Source: an optimization exercise on an open RTL-to-GDS flow (aim: small area, a short achievable clock period and few clock cycles). Production flows keep margins and buffers that such runs may drop.
Function not checked in this run: the RTL went through the layout flow alone.
Power figures rest on the tool's default switching activity, not on a simulated workload.

<file path="flow/run.sh">
#!/bin/bash
# synth_recipe.tcl (not shown) runs the flow's synth.tcl, then flattens the netlist and writes it again
# the make line also repeats each setting of config.mk as NAME=value (left out here)
make -C /OpenROAD-flow-scripts/flow DESIGN_CONFIG=/design/flow/config.mk WORK_HOME=/design/flow/orfs CLKGATE_MAP_FILE= SYNTH_SCRIPT=/design/flow/synth_recipe.tcl finish
</file>
<file path="flow/config.mk">
export PLATFORM = sky130hd
export DESIGN_NAME = receiver_expand
export DESIGN_NICKNAME = receiver_expand
export VERILOG_FILES = /design/flow/design.v
export SDC_FILE = /design/flow/constraint.sdc
export NUM_CORES = 4
export LEC_CHECK = 0
export ABC_CLOCK_PERIOD_IN_PS = 2500
export CAP_MARGIN = 20
export CORE_MARGIN = 2
export CORE_UTILIZATION = 55
export SETUP_SLACK_MARGIN = 3.3
export SLEW_MARGIN = 20
</file>
<file path="flow/constraint.sdc">
create_clock -name core_clock -period 6.0 [get_ports {clk}]
set_input_delay 1.2000 -clock core_clock [delete_from_list [all_inputs] [get_ports {clk}]]
set_output_delay 1.2000 -clock core_clock [all_outputs]
set_load 0.01 [all_outputs]
</file>
<file path="flow/design.v">
module receiver_expand #(
    parameter int D = 4
) (
    input  logic           clk,
    input  logic           rst,
    input  logic           start,
    input  logic [D-1:0]   alpha,
    input  logic           cw_valid,
    input  logic [127:0]   cw_data,
    output logic           cw_ready,
    output logic           prg_req,
    output logic [127:0]   prg_seed,
    input  logic           prg_ack,
    input  logic [127:0]   prg_left,
    input  logic [127:0]   prg_right,
    output logic           out_valid,
    input  logic           out_ready,
    output logic [D-1:0]   out_index,
    output logic [127:0]   out_data,
    output logic           out_punct,
    output logic           busy,
    output logic           done
);
    localparam int LV = $clog2(D);           
    localparam int CW = $clog2(D + 1);
    localparam logic [LV-1:0] LEAF = LV'(D - 1);
    localparam logic [LV-1:0] LAST = LV'(D - 2);
    logic             act, fin;
    logic [D-1:0]     alpha_q;
    logic [D-1:0]     asr;           
    logic [CW-1:0]    ncw;           
    logic [D:0]       nl;            
    logic             pre;           
    logic             zq;            
    logic             cq;            
    logic [D-1:0]     oidx;          
    logic             ov, opunct;    
    logic [1:0]       dep;           
    logic [LV-1:0]    lx, l1, l2;    
    logic             kx, k1, k2;    
    logic [127:0]     X, S1, S2, OUT;
    logic ncw4, topact, s1act, ax, a1, a2, okacc;
    logic [1:0] pos;
    logic p_z, p_move, p_bexp, p_exp3, p_c4, p_expi, p_acc;
    assign ncw4   = (ncw == CW'(D));
    assign ax     = (dep != 2'd0) && !(kx && pre);
    assign a1     = dep[1]        && !(k1 && pre);
    assign a2     = (dep == 2'd3) && !(k2 && pre);
    assign topact = ax && (pre || ncw4);
    assign s1act  = a1 && (pre || ncw4);
    assign okacc  = !pre || ((!ax || lx[LV-1]) && (!a1 || l1[LV-1]) &&
                             (!a2 || l2[LV-1]));
    assign pos    = (pre && ax) ? (a1 ? 2'd2 : 2'd1) : 2'd0;
    assign p_z    = act && !fin && zq;
    assign p_move = act && !zq && topact && (lx == LEAF) && !nl[D];
    assign p_bexp = p_move && s1act && (l1 != LEAF);
    assign p_exp3 = act && !zq && topact && (lx == LAST) && !nl[D];
    assign p_c4   = act && (ncw == CW'(D - 1)) && !ov && (dep == 2'd3) && cq;
    assign p_expi = act && topact && !lx[LV-1] && (dep != 2'd3);
    assign p_acc  = act && !fin && !ncw4 && (dep != 2'd3) && okacc;
    assign prg_req  = p_exp3 | p_expi | p_bexp;
    assign prg_seed = p_bexp ? S1 : X;
    assign cw_ready = p_acc | p_c4;
    logic ofree, f_z, f_move, f_bexp, f_pop, f_exp3, f_c4, f_expi, f_acc, f_ld;
    assign ofree  = !ov || out_ready;
    assign f_z    = p_z && ofree;
    assign f_move = p_move && ofree && (!p_bexp || prg_ack);
    assign f_bexp = f_move && p_bexp;
    assign f_pop  = f_move && !p_bexp;
    assign f_exp3 = p_exp3 && ofree && prg_ack;
    assign f_c4   = p_c4 && cw_valid;
    assign f_expi = p_expi && prg_ack;
    assign f_acc  = p_acc && cw_valid;
    assign f_ld   = f_z | f_move | f_exp3 | f_c4;
    logic [1:0] ip;
    logic i0, i1, i2;
    assign ip = pos - {1'b0, f_pop};
    assign i0 = f_acc && (ip == 2'd0);
    assign i1 = f_acc && (ip == 2'd1);
    assign i2 = f_acc && (ip == 2'd2);
    logic xc, xl, xr, xs, xh;
    logic s1c, s1x, s1r, s1s, s1h;
    logic s2c, s2s, s2h;
    logic ol, ox, oc, oh;
    assign xc  = i0;
    assign xl  = f_expi || f_bexp;
    assign xr  = f_exp3;
    assign xs  = f_pop && !i0;
    assign xh  = !(xc || xl || xr || xs);
    assign s1c = i1;
    assign s1x = i0 && !f_pop;
    assign s1r = f_expi || f_bexp;
    assign s1s = f_pop && !i1 && !i0;
    assign s1h = !(s1c || s1x || s1r || s1s);
    assign s2c = i2;
    assign s2s = f_expi || ((i0 || i1) && !f_pop);
    assign s2h = !(s2c || s2s);
    assign ol  = f_exp3;
    assign ox  = f_move;
    assign oc  = f_c4;
    assign oh  = !f_ld;
    always_ff @(posedge clk) begin
        X   <= ({128{xc}} & cw_data) | ({128{xl}} & prg_left) |
               ({128{xr}} & prg_right) | ({128{xs}} & S1) | ({128{xh}} & X);
        S1  <= ({128{s1c}} & cw_data) | ({128{s1x}} & X) |
               ({128{s1r}} & prg_right) | ({128{s1s}} & S2) | ({128{s1h}} & S1);
        S2  <= ({128{s2c}} & cw_data) | ({128{s2s}} & S1) | ({128{s2h}} & S2);
        OUT <= ({128{ol}} & prg_left) | ({128{ox}} & X) |
               ({128{oc}} & cw_data) | ({128{oh}} & OUT);
    end
    logic [LV-1:0] m0, m1, m2, lx_n, l1_n, l2_n, lnew;
    logic          j0, j1, j2, kx_n, k1_n, k2_n;
    logic [1:0]    sdep;
    assign lnew = LV'(ncw);
    always_comb begin
        m0 = lx; m1 = l1; m2 = l2;
        j0 = kx; j1 = k1; j2 = k2;
        sdep = dep;
        if (f_expi) begin
            m0 = lx + 1'b1; j0 = 1'b0;
            m1 = lx + 1'b1; j1 = 1'b0;
            m2 = l1;        j2 = k1;
            sdep = dep + 1'b1;
        end else if (f_exp3) begin
            m0 = LEAF;
        end else if (f_bexp) begin
            m0 = l1 + 1'b1; j0 = 1'b0;
            m1 = l1 + 1'b1; j1 = 1'b0;
        end else if (f_pop) begin
            m0 = l1; j0 = k1;
            m1 = l2; j1 = k2;
            sdep = dep - 1'b1;
        end
        lx_n = m0; l1_n = m1; l2_n = m2;
        kx_n = j0; k1_n = j1; k2_n = j2;
        if (i0) begin
            lx_n = lnew; kx_n = !asr[D-1];
            l1_n = m0;   k1_n = j0;
            l2_n = m1;   k2_n = j1;
        end else if (i1) begin
            l1_n = lnew; k1_n = !asr[D-1];
            l2_n = m1;   k2_n = j1;
        end else if (i2) begin
            l2_n = lnew; k2_n = !asr[D-1];
        end
    end
    logic [D:0] nl_inc;
    assign nl_inc = nl + 1'b1;
    always_ff @(posedge clk or negedge rst) begin
        if (!rst) begin
            act     <= 1'b0;
            fin     <= 1'b0;
            alpha_q <= '0;
            asr     <= '0;
            ncw     <= '0;
            nl      <= '0;
            pre     <= 1'b0;
            zq      <= 1'b0;
            cq      <= 1'b0;
            oidx    <= '0;
            ov      <= 1'b0;
            opunct  <= 1'b0;
            dep     <= '0;
            lx      <= '0;
            l1      <= '0;
            l2      <= '0;
            kx      <= 1'b0;
            k1      <= 1'b0;
            k2      <= 1'b0;
        end else if (!act) begin
            if (start) begin
                act     <= 1'b1;
                alpha_q <= alpha;
                asr     <= alpha;
                ncw     <= '0;
                nl      <= '0;
                pre     <= 1'b1;
                zq      <= (alpha == '0);
                cq      <= (alpha == D'(1));
                dep     <= '0;
            end
        end else if (fin) begin
            act <= 1'b0;
            fin <= 1'b0;
        end else begin
            if (f_ld) begin
                nl     <= nl_inc;
                zq     <= (nl_inc == {1'b0, alpha_q});
                cq     <= (nl_inc == {1'b0, alpha_q ^ D'(1)});
                oidx   <= nl[D-1:0];
                ov     <= 1'b1;
                opunct <= f_z;
            end else if (out_ready) begin
                ov     <= 1'b0;
                if (ov && nl[D]) fin <= 1'b1;
            end
            if (f_z) pre <= 1'b0;
            if (f_acc || f_c4) begin
                ncw <= ncw + 1'b1;
                asr <= asr << 1;
            end
            dep <= sdep + {1'b0, f_acc};
            lx  <= lx_n; l1 <= l1_n; l2 <= l2_n;
            kx  <= kx_n; k1 <= k1_n; k2 <= k2_n;
        end
    end
    assign out_valid = ov;
    assign out_index = oidx;
    assign out_data  = OUT;
    assign out_punct = opunct;
    assign busy      = act;
    assign done      = fin;
endmodule
</file>
==> run notes <==
[how the worst min path moves through the flow]
stage | startpoint | end | slack, ns | depth (start not counted)
3_5_place_dp | S2[24] | S2[24] | 0.43 | 2
2_1_floorplan | S2[107] | S2[107] | 0.41 | 2
3_3_place_gp | S2[47] | S2[47] | 0.42 | 2
4_1_cts | S2[78] | S2[78] | 0.44 | 2
[cells in the mapped netlist, drive strengths merged (3+ instances only)]
cell / count
and3: 262
a211o: 129
a22oi: 128
a31oi: 7
nand4: 8
a221o: 128
nand2b: 12
dfrtp: 38
a211oi: 5
o22ai: 4
ha: 11
a21oi: 121
nand2: 559
xor2: 3
nor3: 5
o21ai: 129
nor2: 129
xnor2: 3
dfxtp: 512
nor3b: 5
nor2b: 4
mux2i: 8
clkbuf: 208
buf: 106
a222oi: 256
or3: 6
nand3: 54
o211ai: 4
mux2: 136
inv: 20
[per-layer routing]
layer | GRT usage [%] | GRT overflow
met1 | 88.23 | 18
met2 | 96.73 | 132
met3 | 82.35 | 17
met4 | 88.66 | 112
met5 | 60.31 | 5
[cells by family after synthesis]
logic type	Yosys count	synth area share, %
AOI/OAI and AO/OA	936	28.06
xor gates and xnor gates	6	0.1952
adders and majority gates	11	0.5111
buffers and inverters	334	5.390
DFF	550	41.59
muxes	144	5.984
and+or+nand+nor	1062	18.26
[power by group through the flow]
stage | logic (µW) | clock network [µW] | registers, µW
floorplan | 8650 | 0 | 6780
global placement | 12500 | 0 | 6930
detailed placement | 12900 | 0 | 7020
CTS | 19000 | 3810 | 7010
[repair_timing]
action / CTS
pin swaps: 165
buffers inserted: 150
hold buffers: 0
resized for setup: 918
setup endpoints to repair: 801
cloned: 107
[per-stage QoR]
| stage | instances | utilization, % | setup WS (ns) | area, µm² | power [µW] |
|---|---|---|---|---|---|
| 3_5_place_dp | 4050 | 69.18 | 1.146 | 33650 | 19910 |
| 2_1_floorplan | 3043 | - | 1.883 | 27600 | 15430 |
| 3_3_place_gp | 4050 | 69.18 | 1.299 | 33650 | 19440 |
| 4_1_cts | 4412 | 83.49 | 1.871 | 40620 | 29800 |
==> impl_metrics.csv <==
group,metric,value,unit
status,outcome,"stopped before the end",
status,lastStage,"global routing",
status,error_line,"[ERROR GRT-0232] Routing congestion too high. Check the congestion heatmap in the GUI.",
synthesis,ys_seq_elements,550,
place,detailed_place_hpwl,69110,µm
synthesis,ys_seq_area_share,41.59,%
global_route,grt_max_degree,111,
synthesis,avgSynthCellArea,8.850,µm²
die,fp.dieW,225.3,µm
clock_network,cts_buffer_depth,3,
synthesis,yosys.area.top_type_share,38.06,%
synthesis,yosys_warnings,1,
place,port_buffers,659,
clock_network,numCtsBuffers,57,
synthesis,netlist_instances,3043,
die,start_util,55.36,%
clock_network,ctsRootBufferMaster,"clkbuf_16",
global_route,grt_usage,88.62,%
synthesis,synth_area_leaders,"dfxtp_1 (38%), a222oi_1 (9.5%), nand2_1 (7.8%)",
global_route,grt_overflow,284,
sta,worstEndpointGrtRepair,"prg_seed[113]",
synthesis,yosysTopAreaCell,"dfxtp_1",
synthesis,synth_edf_count,0,
clock_network,htree_levels,2,
synthesis,ys_types,72,
die,fp.dieH,225.3,µm
synthesis,synth_ff_type,"dfxtp_1",
place,place_congestion,0.9127,
synthesis,netlist_area,0.02693,mm²
sta,worst_path_end_type,"top-level output",
synthesis,synth-async-reset-ratio,6.909,%
synthesis,syn-num-nets,3448,
die,pin_count,660,
die,std_cell_rows,81,
clock_network,cts_sinks,550,
